What follows belongs to an exercise in optimizing a design on an open flow for small area; a production flow would make more cautious choices. Only simulation tests tie the RTL to the original design; equivalence was not proved. No activity file was given, so power comes from the tool's default toggle rates.

==> flow/design.v <==
package regfile_pkg;
  localparam int unsigned XLEN_DEF  = 32;
  localparam int unsigned NREGS_DEF = 32;
  localparam int unsigned AW_DEF    = $clog2(NREGS_DEF);
  localparam int unsigned ZERO_REG = 0;
  typedef logic [AW_DEF-1:0]   reg_addr_t;
  typedef logic [XLEN_DEF-1:0] reg_data_t;
endpackage
module regfile_scoreboard
#(
  parameter int unsigned NREGS = regfile_pkg::NREGS_DEF,
  parameter int unsigned AW    = $clog2(NREGS)
) (
  input  logic [NREGS-1:0] idec,       
  input  logic [NREGS-1:0] wdec,       
  input  logic [NREGS-1:0] busy_q,
  output logic [NREGS-1:0] busy_d,
  output logic [AW:0]      busy_cnt
);
  logic [AW-1:0] cnt;
  assign busy_d = idec | (busy_q & ~wdec);
  regfile_popcnt #(.L(AW)) u_cnt (.x(busy_q[NREGS-1:1]), .y(cnt));
  assign busy_cnt = {1'b0, cnt};
endmodule
module regfile_popcnt
#(
  parameter int unsigned L = 5
) (
  input  logic [2**L-2:0] x,
  output logic [L-1:0]    y
);
  localparam int unsigned H = 2**(L-1) - 1;
  if (L == 2) begin : g_leaf
    regfile_fa u_fa (.a(x[0]), .b(x[1]), .c(x[2]), .s(y[0]), .co(y[1]));
  end else begin : g_node
    logic [L-2:0] lo, hi;
    logic [L-1:0] c;
    regfile_popcnt #(.L(L-1)) u_lo (.x(x[H-1:0]),   .y(lo));
    regfile_popcnt #(.L(L-1)) u_hi (.x(x[2*H-1:H]), .y(hi));
    assign c[0] = x[2*H];
    for (genvar i = 0; i < L-1; i++) begin : g_add
      regfile_fa u_fa (.a(lo[i]), .b(hi[i]), .c(c[i]), .s(y[i]), .co(c[i+1]));
    end
    assign y[L-1] = c[L-1];
  end
endmodule
module regfile_fa (
  input  logic a, b, c,
  output logic s, co
);
  assign s  = a ^ b ^ c;
  assign co = (a && b) || (a && c) || (b && c);
endmodule
module regfile_multiport
#(
  parameter int unsigned     XLEN      = regfile_pkg::XLEN_DEF,
  parameter int unsigned     NREGS     = regfile_pkg::NREGS_DEF,
  parameter int unsigned     NRD       = 2,
  parameter int unsigned     BYPASS    = 1,
  parameter logic [XLEN-1:0] RESET_VAL = '0,
  parameter int unsigned     AW        = $clog2(NREGS)
) (
  input  logic                clk,
  input  logic                rst,
  input  logic [NRD*AW-1:0]   rd_addr,
  output logic [NRD*XLEN-1:0] rd_data,
  output logic [NRD-1:0]      rd_busy,
  input  logic                wr_en,
  input  logic [AW-1:0]       wr_addr,
  input  logic [XLEN-1:0]     wr_data,
  input  logic                iss_en,
  input  logic [AW-1:0]       iss_addr,
  output logic [AW:0]         busy_cnt
);
  logic [XLEN-1:0]  regs_q [NREGS];
  logic [NREGS-1:1] valid_q;
  logic [NREGS-1:0] valid_v;    
  logic [NREGS-1:0] busy_q, busy_d;
  logic [NREGS-1:0] wdec, idec;
  logic             phase_q;
  logic [XLEN-1:0]  wdp;
  logic [XLEN-1:0]  regs_d [NREGS];
  logic [NREGS-1:1] mdec;
  regfile_dec5e u_wdec (.en(wr_en),  .a(wr_addr),  .y(wdec[NREGS-1:1]));
  regfile_dec5e u_mdec (.en(wr_en),  .a(wr_addr),  .y(mdec));
  regfile_dec5e u_idec (.en(iss_en), .a(iss_addr), .y(idec[NREGS-1:1]));
  assign wdec[0] = 1'b0;
  assign idec[0] = 1'b0;
  assign wdp = wr_data ^ {XLEN{phase_q}};
  for (genvar i = 1; i < NREGS; i++) begin : g_ent
    logic wen, wen_n;
    assign wen   = wdec[i];
    assign wen_n = !wdec[i];
    for (genvar b = 0; b < XLEN; b++) begin : g_bit
      regfile_oai22 u_nxt (
        .a0 (regs_q[i][b]), .a1 (wen),
        .b0 (wdp[b]),       .b1 (wen_n),
        .y  (regs_d[i][b])
      );
    end
  end
  always_ff @(posedge clk) begin
    for (int i = 1; i < NREGS; i++) begin
      regs_q[i] <= regs_d[i];
    end
  end
  always_ff @(posedge clk or posedge rst) begin
    if (rst) begin
      valid_q <= '0;
      busy_q  <= '0;
      phase_q <= 1'b0;
    end else begin
      phase_q <= !phase_q;
      valid_q <= valid_q | wdec[NREGS-1:1];
      busy_q  <= busy_d;
    end
  end
  assign valid_v = {valid_q, 1'b0};
  regfile_scoreboard #(
    .NREGS (NREGS),
    .AW    (AW)
  ) u_scoreboard (
    .idec     (idec),
    .wdec     (wdec),
    .busy_q   (busy_q),
    .busy_d   (busy_d),
    .busy_cnt (busy_cnt)
  );
  for (genvar k = 0; k < NRD; k++) begin : g_rd
    logic [AW-1:0] addr;
    logic          is_zero;
    logic          byp;
    logic [31:0]   dsel;    
    logic          hit;     
    logic          flip;    
    logic [XLEN-1:0] y;
    assign addr    = rd_addr[k*AW +: AW];
    assign is_zero = (addr == AW'(regfile_pkg::ZERO_REG));
    assign byp     = (BYPASS != 0) && wr_en && (wr_addr == addr);
    logic [NREGS-1:1] rdec;
    regfile_dec5 u_rdec (.a(addr), .y(rdec));
    always_comb begin
      for (int i = 1; i < NREGS; i++) begin
        dsel[i-1] = rdec[i] && valid_q[i] && !((BYPASS != 0) && mdec[i]);
      end
      dsel[31] = !is_zero && byp;
    end
    assign hit  = !is_zero && (byp || valid_v[addr]);
    assign flip = hit && phase_q;
    for (genvar b = 0; b < XLEN; b++) begin : g_bit
      logic [31:0] col;
      for (genvar i = 1; i < NREGS; i++) begin : g_col
        assign col[i-1] = regs_q[i][b];
      end
      assign col[31] = wdp[b];
      regfile_aomux32 u_mux (.sel(dsel), .d(col), .y(y[b]));
      regfile_xor2 u_fix (.a(y[b]), .b(flip), .y(rd_data[k*XLEN + b]));
    end
    assign rd_busy[k] = busy_q[addr] && !byp;
  end
endmodule
module regfile_aomux32 (
  input  logic [31:0] sel,
  input  logic [31:0] d,
  output logic        y
);
  logic [9:0] t;
  logic [2:0] u;
  logic [1:0] v;
  logic       p;
  for (genvar g = 0; g < 10; g++) begin : g_aoi
    regfile_aoi222 u_aoi (
      .a0 (sel[3*g]),   .b0 (d[3*g]),
      .a1 (sel[3*g+1]), .b1 (d[3*g+1]),
      .a2 (sel[3*g+2]), .b2 (d[3*g+2]),
      .y  (t[g])
    );
  end
  regfile_ao22 u_ao (.a0(sel[30]), .b0(d[30]), .a1(sel[31]), .b1(d[31]), .y(p));
  regfile_nand4 u_n0 (.a(t[0]), .b(t[1]), .c(t[2]), .d(t[3]), .y(u[0]));
  regfile_nand4 u_n1 (.a(t[4]), .b(t[5]), .c(t[6]), .d(t[7]), .y(u[1]));
  regfile_nand2 u_n2 (.a(t[8]), .b(t[9]),                     .y(u[2]));
  regfile_nor2  u_v0 (.a(u[0]), .b(u[1]), .y(v[0]));
  regfile_nor2  u_v1 (.a(u[2]), .b(p),    .y(v[1]));
  regfile_nand2 u_y  (.a(v[0]), .b(v[1]), .y(y));
endmodule
module regfile_oai22 (
  input  logic a0, a1, b0, b1,
  output logic y
);
  assign y = !((a0 || a1) && (b0 || b1));
endmodule
module regfile_xor2 (
  input  logic a, b,
  output logic y
);
  assign y = a ^ b;
endmodule
module regfile_aoi222 (
  input  logic a0, b0, a1, b1, a2, b2,
  output logic y
);
  assign y = !((a0 && b0) || (a1 && b1) || (a2 && b2));
endmodule
module regfile_ao22 (
  input  logic a0, b0, a1, b1,
  output logic y
);
  assign y = (a0 && b0) || (a1 && b1);
endmodule
module regfile_nand4 (
  input  logic a, b, c, d,
  output logic y
);
  assign y = !(a && b && c && d);
endmodule
module regfile_nand2 (
  input  logic a, b,
  output logic y
);
  assign y = !(a && b);
endmodule
module regfile_nor2 (
  input  logic a, b,
  output logic y
);
  assign y = !(a || b);
endmodule
module regfile_dec5e (
  input  logic       en,
  input  logic [4:0] a,
  output logic [31:1] y
);
  always_comb begin
    for (int i = 1; i < 32; i++) begin
      y[i] = en && (a == 5'(i));
    end
  end
endmodule
module regfile_dec5 (
  input  logic [4:0] a,
  output logic [31:1] y
);
  always_comb begin
    for (int i = 1; i < 32; i++) begin
      y[i] = (a == 5'(i));
    end
  end
endmodule
Settings: LEC_CHECK=0, CAP_MARGIN=20, CORE_MARGIN=2, CORE_UTILIZATION=65, GPL_TIMING_DRIVEN=0, PLACE_DENSITY=0.75, SETUP_SLACK_MARGIN=0.3, SLEW_MARGIN=20, SYNTH_HIERARCHICAL=1; clock period 6.0 ns.
standard.sh (not shown) runs the stock make flow with config.mk's settings and CLKGATE_MAP_FILE= SYNTH_SCRIPT=/design/flow/synth_recipe.tcl, a recipe that flattens the netlist after the stock synthesis.
==> flow/flow/run.sh <==
#!/bin/bash
# The standard layout (standard.sh: ORFS with unchanged scripts), run in two parts:
#  1. the standard synthesis, unchanged (standard.sh synth);
#  2. floorplan to finish, with a few ORFS settings passed through the environment:
#     - the large buffers and inverters made don't-use (by
#       flow/dont_use.tcl at the start of each step), so that repair buffers long nets
#       with small buffers instead of 16x ones,
#     - a small plain buffer (buf_2) for the port buffers,
#     - CTS without dummy load cells, with clusters of up to 24 sinks and 80 um.
# Each part's full make output goes to a log file here; ORFS's per-step logs are in orfs/logs/.
set -euo pipefail
bash standard.sh synth > flow_synth.log 2>&1
HOOK="$PWD/flow/dont_use.tcl"
for step in FLOORPLAN GLOBAL_PLACE RESIZE DETAIL_PLACE REPAIR_TIMING_POST_PLACE CTS GLOBAL_ROUTE DETAIL_ROUTE; do
  export PRE_${step}_TCL="$HOOK"
done
export BUFFER_PORTS_ARGS="-buffer_cell sky130_fd_sc_hd__buf_2"
export CTS_ARGS="-sink_clustering_enable -repair_clock_nets -dont_use_dummy_load -sink_clustering_size 24 -sink_clustering_max_diameter 80"
bash standard.sh > flow_make.log 2>&1
==> flow/flow/dont_use.tcl <==
# Applied at the start of each OpenROAD step (ORFS's PRE_<step>_TCL hooks), before the
# resizer is first used: large buffers and inverters and the delay cells are not used, so
# that repair buffers long nets with small buffers instead of 16x ones.
set_dont_use {sky130_fd_sc_hd__buf_8 sky130_fd_sc_hd__buf_12 sky130_fd_sc_hd__buf_16 sky130_fd_sc_hd__bufbuf_8 sky130_fd_sc_hd__bufbuf_16 sky130_fd_sc_hd__bufinv_8 sky130_fd_sc_hd__bufinv_16 sky130_fd_sc_hd__inv_12 sky130_fd_sc_hd__inv_16 sky130_fd_sc_hd__clkdlybuf4s50_1 sky130_fd_sc_hd__clkdlybuf4s50_2 sky130_fd_sc_hd__clkdlybuf4s25_1 sky130_fd_sc_hd__clkdlybuf4s25_2 sky130_fd_sc_hd__clkdlybuf4s15_1 sky130_fd_sc_hd__clkdlybuf4s15_2 sky130_fd_sc_hd__clkdlybuf4s18_1 sky130_fd_sc_hd__clkdlybuf4s18_2}
The baseline passed the timing, design-rule and antenna checks.
Then changed:
CORE_UTILIZATION = 50   (was 65)
PLACE_DENSITY = 0.65   (was 0.75)
Outcome: The new run finished with timing, DRC and antenna clean; maximum frequency grows by about 2.5%; wire length goes down by about 4%; sequential power stays flat; power shrinks by 0.88%; first-iteration DRC count is lower by about 30%.
Then changed:
==> flow/flow/dont_use.tcl (replaced) <==
# Applied at the start of each OpenROAD step (ORFS's PRE_<step>_TCL hooks), before the
# resizer is first used: large buffers and inverters and the delay cells are not used, so
# that repair buffers long nets with small buffers instead of 16x ones.
set_dont_use {sky130_fd_sc_hd__buf_6 sky130_fd_sc_hd__buf_8 sky130_fd_sc_hd__buf_12 sky130_fd_sc_hd__buf_16 sky130_fd_sc_hd__bufbuf_8 sky130_fd_sc_hd__bufbuf_16 sky130_fd_sc_hd__bufinv_8 sky130_fd_sc_hd__bufinv_16 sky130_fd_sc_hd__inv_12 sky130_fd_sc_hd__inv_16 sky130_fd_sc_hd__clkdlybuf4s50_1 sky130_fd_sc_hd__clkdlybuf4s50_2 sky130_fd_sc_hd__clkdlybuf4s25_1 sky130_fd_sc_hd__clkdlybuf4s25_2 sky130_fd_sc_hd__clkdlybuf4s15_1 sky130_fd_sc_hd__clkdlybuf4s15_2 sky130_fd_sc_hd__clkdlybuf4s18_1 sky130_fd_sc_hd__clkdlybuf4s18_2}
SETUP_SLACK_MARGIN = 0.2   (was 0.3)
Effect: The new run completed without violations. First-iteration DRC count stays flat. Count of clock-buffer cells in the layout stays the same. Core utilization goes down by 0.83 points. Total power goes down by 0.57%.
Then changed:
GPL_TIMING_DRIVEN = 1   (was 0)
Cell area drops by 0.38%. Sequential share of layout area climbs by 0.18 points. Clock skew goes up by 63 ps.
Then changed:
==> flow/flow/dont_use.tcl (replaced) <==
# Applied at the start of each OpenROAD step (ORFS's PRE_<step>_TCL hooks), before the
# resizer is first used: large buffers and inverters and the delay cells are not used, so
# that repair buffers long nets with small buffers instead of 16x ones.
set_dont_use {sky130_fd_sc_hd__buf_8 sky130_fd_sc_hd__buf_12 sky130_fd_sc_hd__buf_16 sky130_fd_sc_hd__bufbuf_8 sky130_fd_sc_hd__bufbuf_16 sky130_fd_sc_hd__bufinv_8 sky130_fd_sc_hd__bufinv_16 sky130_fd_sc_hd__inv_12 sky130_fd_sc_hd__inv_16 sky130_fd_sc_hd__clkdlybuf4s50_1 sky130_fd_sc_hd__clkdlybuf4s50_2 sky130_fd_sc_hd__clkdlybuf4s25_1 sky130_fd_sc_hd__clkdlybuf4s25_2 sky130_fd_sc_hd__clkdlybuf4s15_1 sky130_fd_sc_hd__clkdlybuf4s15_2 sky130_fd_sc_hd__clkdlybuf4s18_1 sky130_fd_sc_hd__clkdlybuf4s18_2}
Worst setup slack improves by 65 ps.
Fmax went up by 1.1%.
Flip-flop and latch count stays the same.
Via count shrinks by 1.8%.
Final area hardly moves.

[re-timing with driven ports]
Ports are ideal in the flow. The routed layouts listed here were re-timed in OpenROAD. Step 1: set_driving_cell puts a clkbuf_16 on clk and a buf_2 on each other input, an assumption about the parent block. Step 2 times the ports against the registers' clock, not the clock port: input delays grow and output delays shrink by t, the midpoint of the rising clock arrivals with the driver on. a / b / c = no drivers / after step 1 / after step 2; a / b = the first two.
| run | t, ns | setup slack, ns | hold WS [ns] |
|---|---|---|---|
| the first run | 0.706 | 0.088 / 0.067 / 0.067 | 0.475 / 0.438 / 0.475 |
| the second run | 0.701 | 0.232 / 0.214 / 0.214 | 0.469 / 0.441 / 0.469 |
| the third run | 0.709 | 0.150 / 0.132 / 0.132 | 0.460 / 0.411 / 0.471 |
| the fourth run | 0.723 | 0.175 / 0.153 / 0.153 | 0.469 / 0.469 / 0.469 |
| the fifth run | 0.701 | 0.240 / 0.210 / 0.210 | 0.472 / 0.472 / 0.472 |
After both steps every run listed still meets setup and hold. For the fifth run, which loses most, drivers alone change the setup slack by -0.030 ns; drivers and shift together by -0.030 ns.
